This design comes from an exercise in tuning for small area, a short achievable clock period and few clock cycles per item on the open sky130 flow, not from production work.
In this exercise RTL edits were held to simulation tests only and were not proved equivalent to the original.
No activity file was given, so power comes from the tool's default toggle rates.

## xenon
## noise_estimation_top
module noise_estimation_top (
	input  logic        clk,
	input  logic        rst_n,
	input  logic        start_of_frame,
	input  logic [2:0]  blocks_log2,
	input  logic        sample_valid,
	input  logic [7:0]  sample_data,
	output logic        sample_ready,
	output logic        block_stat_valid,
	output logic [27:0] block_stat,    
	output logic        noise_valid,
	output logic [20:0] noise_result   
);
Size: about 660 cells after synthesis, about 180 flip-flops, ~67 I/O pins, roughly 0.0078 mm2 of cells after synthesis.
==> flow/config.mk <==
export PLATFORM = sky130hd
export DESIGN_NAME = noise_estimation_top
export DESIGN_NICKNAME = noise_estimation_top
export VERILOG_FILES = /design/flow/design.v
export SDC_FILE = /design/flow/constraint.sdc
export NUM_CORES = 4
export LEC_CHECK = 0
export CAP_MARGIN = 20
export CORE_MARGIN = 2
export CORE_UTILIZATION = 60
export CTS_BUF_LIST = sky130_fd_sc_hd__clkbuf_4 sky130_fd_sc_hd__clkbuf_8
export GPL_TIMING_DRIVEN = 0
export SLEW_MARGIN = 20
==> flow/constraint.sdc <==
create_clock -name core_clock -period 8.0 [get_ports {clk}]
set_input_delay 1.6000 -clock core_clock [delete_from_list [all_inputs] [get_ports {clk}]]
set_output_delay 1.6000 -clock core_clock [all_outputs]
set_load 0.01 [all_outputs]
standard.sh (not shown) runs the stock make flow with config.mk's settings and CLKGATE_MAP_FILE= SYNTH_SCRIPT=/design/flow/synth_recipe.tcl, a recipe that flattens the netlist after the stock synthesis.
==> flow/flow/run.sh <==
#!/bin/bash
# The standard layout (standard.sh: the ORFS flow and synthesis, unchanged) with three
# settings the flow's own config cannot express:
#  - ports buffered with a plain buffer instead of the slow delay cell buffer_ports picks;
#  - clock tree built without dummy loads, from a strong root buffer;
set -euo pipefail
export BUFFER_PORTS_ARGS="-buffer_cell sky130_fd_sc_hd__buf_1"
export CTS_ARGS="-sink_clustering_enable -repair_clock_nets -dont_use_dummy_load -root_buf sky130_fd_sc_hd__clkbuf_16 -buf_list {sky130_fd_sc_hd__clkbuf_8}"
export SETUP_SLACK_MARGIN=5.3
bash standard.sh > standard.log 2>&1
xenon went all the way through the flow, and no timing, DRC or antenna check failed.
Testbench counts of xenon, summed over its fixed seeds: cycles 38,461, samples 36,864.
### xenon -> violet
- a deleted GPL_TIMING_DRIVEN that had been 0
Results
- Per the comparison of violet with xenon, clock skew closely matched the old numbers, area added between synthesis and finish decreased by 4.0 points relative to the old numbers, final wirelength decreased by 600 um relative to the old numbers.
- xenon consumes more power than violet.
- On area after synthesis, violet tracks xenon almost exactly.


Another version of the RTL of noise_estimation_top (not shown whole).
For scale: roughly 620 cells after synthesis, ~170 flip-flops, roughly 67 I/O pins, ~7400 um^2 of cells after synthesis.
clock: 8.0 ns
lec_check: 0
cap_margin: 20
core_margin: 2
core_utilization: 60
cts_buf_list: sky130_fd_sc_hd__clkbuf_4 sky130_fd_sc_hd__clkbuf_8
slew_margin: 20
==> flow/flow/run.sh <==
#!/bin/bash
# The standard layout (standard.sh: the ORFS flow and synthesis, unchanged) with three
# settings the flow's own config cannot express:
#  - ports buffered with a plain buffer instead of the slow delay cell buffer_ports picks;
#  - clock tree built without dummy loads, from a strong root buffer;
set -euo pipefail
export BUFFER_PORTS_ARGS="-buffer_cell sky130_fd_sc_hd__buf_1"
export CTS_ARGS="-sink_clustering_enable -repair_clock_nets -dont_use_dummy_load -root_buf sky130_fd_sc_hd__clkbuf_16 -buf_list {sky130_fd_sc_hd__clkbuf_8}"
export SETUP_SLACK_MARGIN=5.45
bash standard.sh > standard.log 2>&1
The first run completed without violations.
Testbench counts at the start, summed over its fixed seeds: cycles 38,461, samples 36,864.
Edit:
--- a/flow/flow/run.sh
+++ b/flow/flow/run.sh
@@ -9 +9 @@
-export SETUP_SLACK_MARGIN=5.45
+export SETUP_SLACK_MARGIN=5.3
After rerunning:
- combinational power drops by 6.4%
- global-route usage drops by 0.35 points
- cell area drops by about 2.7%
- sequential share of layout area climbs by 1.3 points
- worst hold slack barely changes
- clock power barely changes
- synthesized cell count does not change
- setup slack degrades by 0.011 ns
- non-clock buffer count drops by 25
- sequential power barely changes
- wire length drops by 3.5%


## JK
Another version of the RTL of noise_estimation_top (not shown whole).
Size: about 970 cells after synthesis, roughly 67 I/O pins, ~0.0091 mm^2 of cells after synthesis.
export LEC_CHECK = 0
export CAP_MARGIN = 20
export CORE_MARGIN = 2
export CORE_UTILIZATION = 40
export SLEW_MARGIN = 20
create_clock -name core_clock -period 8.0 [get_ports {clk}]
run.sh (not shown) runs the stock make flow with config.mk's settings and CLKGATE_MAP_FILE= SYNTH_SCRIPT=/design/flow/synth_recipe.tcl, a recipe that flattens the netlist after the stock synthesis.
Stock flow here: none of the scripts above is used.
Looking at the reports, JK completed the entire flow and the layout it produced met the timing, design-rule and antenna checks.
Testbench counts of JK, summed over its fixed seeds: cycles 37,632, samples 36,864.
The inputs of MS differ from those of JK as listed below.
# JK
export LEC_CHECK = 0
export CAP_MARGIN = 20
export CORE_MARGIN = 2
export CORE_UTILIZATION = 40
export SLEW_MARGIN = 20
create_clock -name core_clock -period 8.0 [get_ports {clk}]
# MS
export LEC_CHECK = 0
export CAP_MARGIN = 20
export CORE_MARGIN = 2
export CORE_UTILIZATION = 70
export CTS_BUF_LIST = sky130_fd_sc_hd__clkbuf_4 sky130_fd_sc_hd__clkbuf_8
export SLEW_MARGIN = 20
create_clock -name core_clock -period 8.0 [get_ports {clk}]
[summary]
Taking MS over JK, the worst IR drop on VDD ratio works out to 1.7. JK → MS: clock tree buffer count of the final layout went down, clock group share of total power went down, met3 wire length went up, routed wire length went up. Comparing part of the total power dissipated in combinational logic for MS and JK, the smaller number came from JK. MS vs JK — final design utilization rose 33 points. Per the comparison of MS with JK, cell area moved down; clock transition at the registers of the reported paths moved up.


== the previous run ==
Another version of the RTL of noise_estimation_top (not shown whole).
Size: ~180 flip-flops.
==> flow/config.mk <==
export PLATFORM = sky130hd
export DESIGN_NAME = noise_estimation_top
export DESIGN_NICKNAME = noise_estimation_top
export VERILOG_FILES = /design/flow/design.v
export SDC_FILE = /design/flow/constraint.sdc
export NUM_CORES = 4
export LEC_CHECK = 0
export CAP_MARGIN = 20
export CORE_MARGIN = 2
export CORE_UTILIZATION = 60
export CTS_BUF_LIST = sky130_fd_sc_hd__clkbuf_4 sky130_fd_sc_hd__clkbuf_8
export SLEW_MARGIN = 20
==> flow/constraint.sdc <==
create_clock -name core_clock -period 8.0 [get_ports {clk}]
set_input_delay 1.6000 -clock core_clock [delete_from_list [all_inputs] [get_ports {clk}]]
set_output_delay 1.6000 -clock core_clock [all_outputs]
set_load 0.01 [all_outputs]
standard.sh (not shown) runs the stock make flow with config.mk's settings and CLKGATE_MAP_FILE= SYNTH_SCRIPT=/design/flow/synth_recipe.tcl, a recipe that flattens the netlist after the stock synthesis.
==> flow/flow/run.sh <==
#!/bin/bash
# The standard layout (standard.sh: the ORFS flow and synthesis, unchanged) with three
# settings the flow's own config cannot express:
#  - ports buffered with a plain buffer instead of the slow delay cell buffer_ports picks;
#  - clock tree built without dummy loads, from a strong root buffer;
set -euo pipefail
export BUFFER_PORTS_ARGS="-buffer_cell sky130_fd_sc_hd__buf_1"
export CTS_ARGS="-sink_clustering_enable -repair_clock_nets -dont_use_dummy_load -root_buf sky130_fd_sc_hd__clkbuf_16 -buf_list {sky130_fd_sc_hd__clkbuf_8}"
export SETUP_SLACK_MARGIN=5.45
bash standard.sh > standard.log 2>&1
The previous run: PASS, flow complete, no timing, DRC or antenna violations
Testbench counts of the previous run, summed over its fixed seeds: cycles 38,461, samples 36,864.
## Diff of input files: the current run against the previous run
-- flow/flow/run.sh --
<<< the previous run, line 8
export CTS_ARGS="-sink_clustering_enable -repair_clock_nets -dont_use_dummy_load -root_buf sky130_fd_sc_hd__clkbuf_16 -buf_list {sky130_fd_sc_hd__clkbuf_8}"
export SETUP_SLACK_MARGIN=5.45
bash standard.sh > standard.log 2>&1
>>> the current run, line 8
export CTS_ARGS="-sink_clustering_enable -repair_clock_nets -dont_use_dummy_load -root_buf sky130_fd_sc_hd__clkbuf_16 -buf_list {sky130_fd_sc_hd__clkbuf_8}"
export SETUP_SLACK_MARGIN=5.3
bash standard.sh > standard.log 2>&1
## What came out
met3 track utilization from global routing across the current run and the previous run: no real change.
Worst voltage drop across the vdd grid: the current run vs the previous run — no meaningful difference
Taking the previous run as the reference, in the current run power went down 0.065 mW, combinational group share of total power went down 2.2 points.
Diff the previous run -> the current run | ratio of routed vias to standard cells | increase of 0.044
Number of antenna violations at the first check in global routing came out exactly the same in the current run and the previous run.
Reg2reg setup slack on the current run is behind the previous run.
Looking at wire length on met2, the current run sits below the previous run.
Number of standard cells in the final layout excluding fillers shrinks by a few percent when moving from the previous run to the current run.
Looking at post-detailed-route wirelength per cell, the current run sits 0.80% higher than the previous run does.
Final period demand of the worst path sits higher in the current run than in the previous run.


Another version of the RTL of noise_estimation_top (not shown whole).
For scale: ~680 cells after synthesis, ~180 flip-flops, about 67 I/O pins, about 0.0078 mm2 of cells after synthesis.
export LEC_CHECK = 0
export CAP_MARGIN = 20
export CORE_MARGIN = 2
export CORE_UTILIZATION = 60
export CTS_BUF_LIST = sky130_fd_sc_hd__clkbuf_4 sky130_fd_sc_hd__clkbuf_8
export SLEW_MARGIN = 20
create_clock -name core_clock -period 8.0 [get_ports {clk}]
==> flow/flow/run.sh <==
#!/bin/bash
# The standard layout (standard.sh: the ORFS flow and synthesis, unchanged) with three
# settings the flow's own config cannot express:
#  - ports buffered with a plain buffer instead of the slow delay cell buffer_ports picks;
#  - clock tree built without dummy loads;
set -euo pipefail
export BUFFER_PORTS_ARGS="-buffer_cell sky130_fd_sc_hd__buf_2"
export CTS_ARGS="-sink_clustering_enable -repair_clock_nets -dont_use_dummy_load -buf_list {sky130_fd_sc_hd__clkbuf_4 sky130_fd_sc_hd__clkbuf_8}"
export SETUP_SLACK_MARGIN=5.3
bash standard.sh > standard.log 2>&1
The starting point finished with timing, DRC and antenna clean.
Testbench counts at the start, summed over its fixed seeds: cycles 38,461, samples 36,864.
==> next run, changes <==
==> flow/flow/run.sh (replaced) <==
#!/bin/bash
# The standard layout (standard.sh: the ORFS flow and synthesis, unchanged) with three
# settings the flow's own config cannot express:
#  - ports buffered with a plain buffer instead of the slow delay cell buffer_ports picks;
#  - clock tree built without dummy loads;
set -euo pipefail
export BUFFER_PORTS_ARGS="-buffer_cell sky130_fd_sc_hd__buf_1"
export CTS_ARGS="-sink_clustering_enable -repair_clock_nets -dont_use_dummy_load -sink_clustering_size 30 -sink_clustering_max_diameter 100 -buf_list {sky130_fd_sc_hd__clkbuf_4 sky130_fd_sc_hd__clkbuf_8}"
export SETUP_SLACK_MARGIN=5.3
bash standard.sh > standard.log 2>&1
--- a/flow/config.mk
+++ b/flow/config.mk
@@ -10,3 +10,5 @@
 export CORE_UTILIZATION = 60
 export CTS_BUF_LIST = sky130_fd_sc_hd__clkbuf_4 sky130_fd_sc_hd__clkbuf_8
+export CTS_CLUSTER_DIAMETER = 100
+export CTS_CLUSTER_SIZE = 30
 export SLEW_MARGIN = 20
Result:
- routed wire length came out lower by 1.8%
- cell area decreases by 1.3%
- clock skew hardly moves
- total power fell by 1.4%
- global-route usage is lower by 0.28 points
- non-clock buffer count came out lower by 5

[re-timing with driven ports]
The results above use ideal ports. As a check the final layouts listed here were re-extracted and re-timed, cells and wires unchanged. Step 1: set_driving_cell puts a clkbuf_16 on clk and a buf_2 on each other input, an assumption about the parent block. Step 2 also shifts input and output timing later by t, the mid clock arrival at the registers, as if the neighbouring blocks saw the same clock. a / b / c = ideal / step 1 / step 2; a / b = the first two.
run	t (ns)	setup slack, ns	slew at the worst register clock pin (ns)
xenon	0.400	5.380 / 5.338 / 5.526	0.09 / 0.09
violet	0.404	5.396 / 5.352 / 5.526	0.09 / 0.09
the first run of note 2	0.399	5.425 / 5.385 / 5.583	0.08 / 0.08
the second run of note 2	0.399	5.414 / 5.374 / 5.519	0.08 / 0.08
JK	0.457	2.583 / 2.583 / 2.583	0.06 / 0.06
MS	0.491	2.031 / 2.031 / 2.031	0.09 / 0.09
the previous run	0.407	5.457 / 5.415 / 5.561	0.09 / 0.09
the current run	0.407	5.387 / 5.345 / 5.539	0.09 / 0.09
the first run of note 5	0.478	5.313 / 5.277 / 5.341	0.08 / 0.08
the second run of note 5	0.482	5.288 / 5.288 / 5.288	0.09 / 0.09
After both steps setup and hold are still met in every run listed.
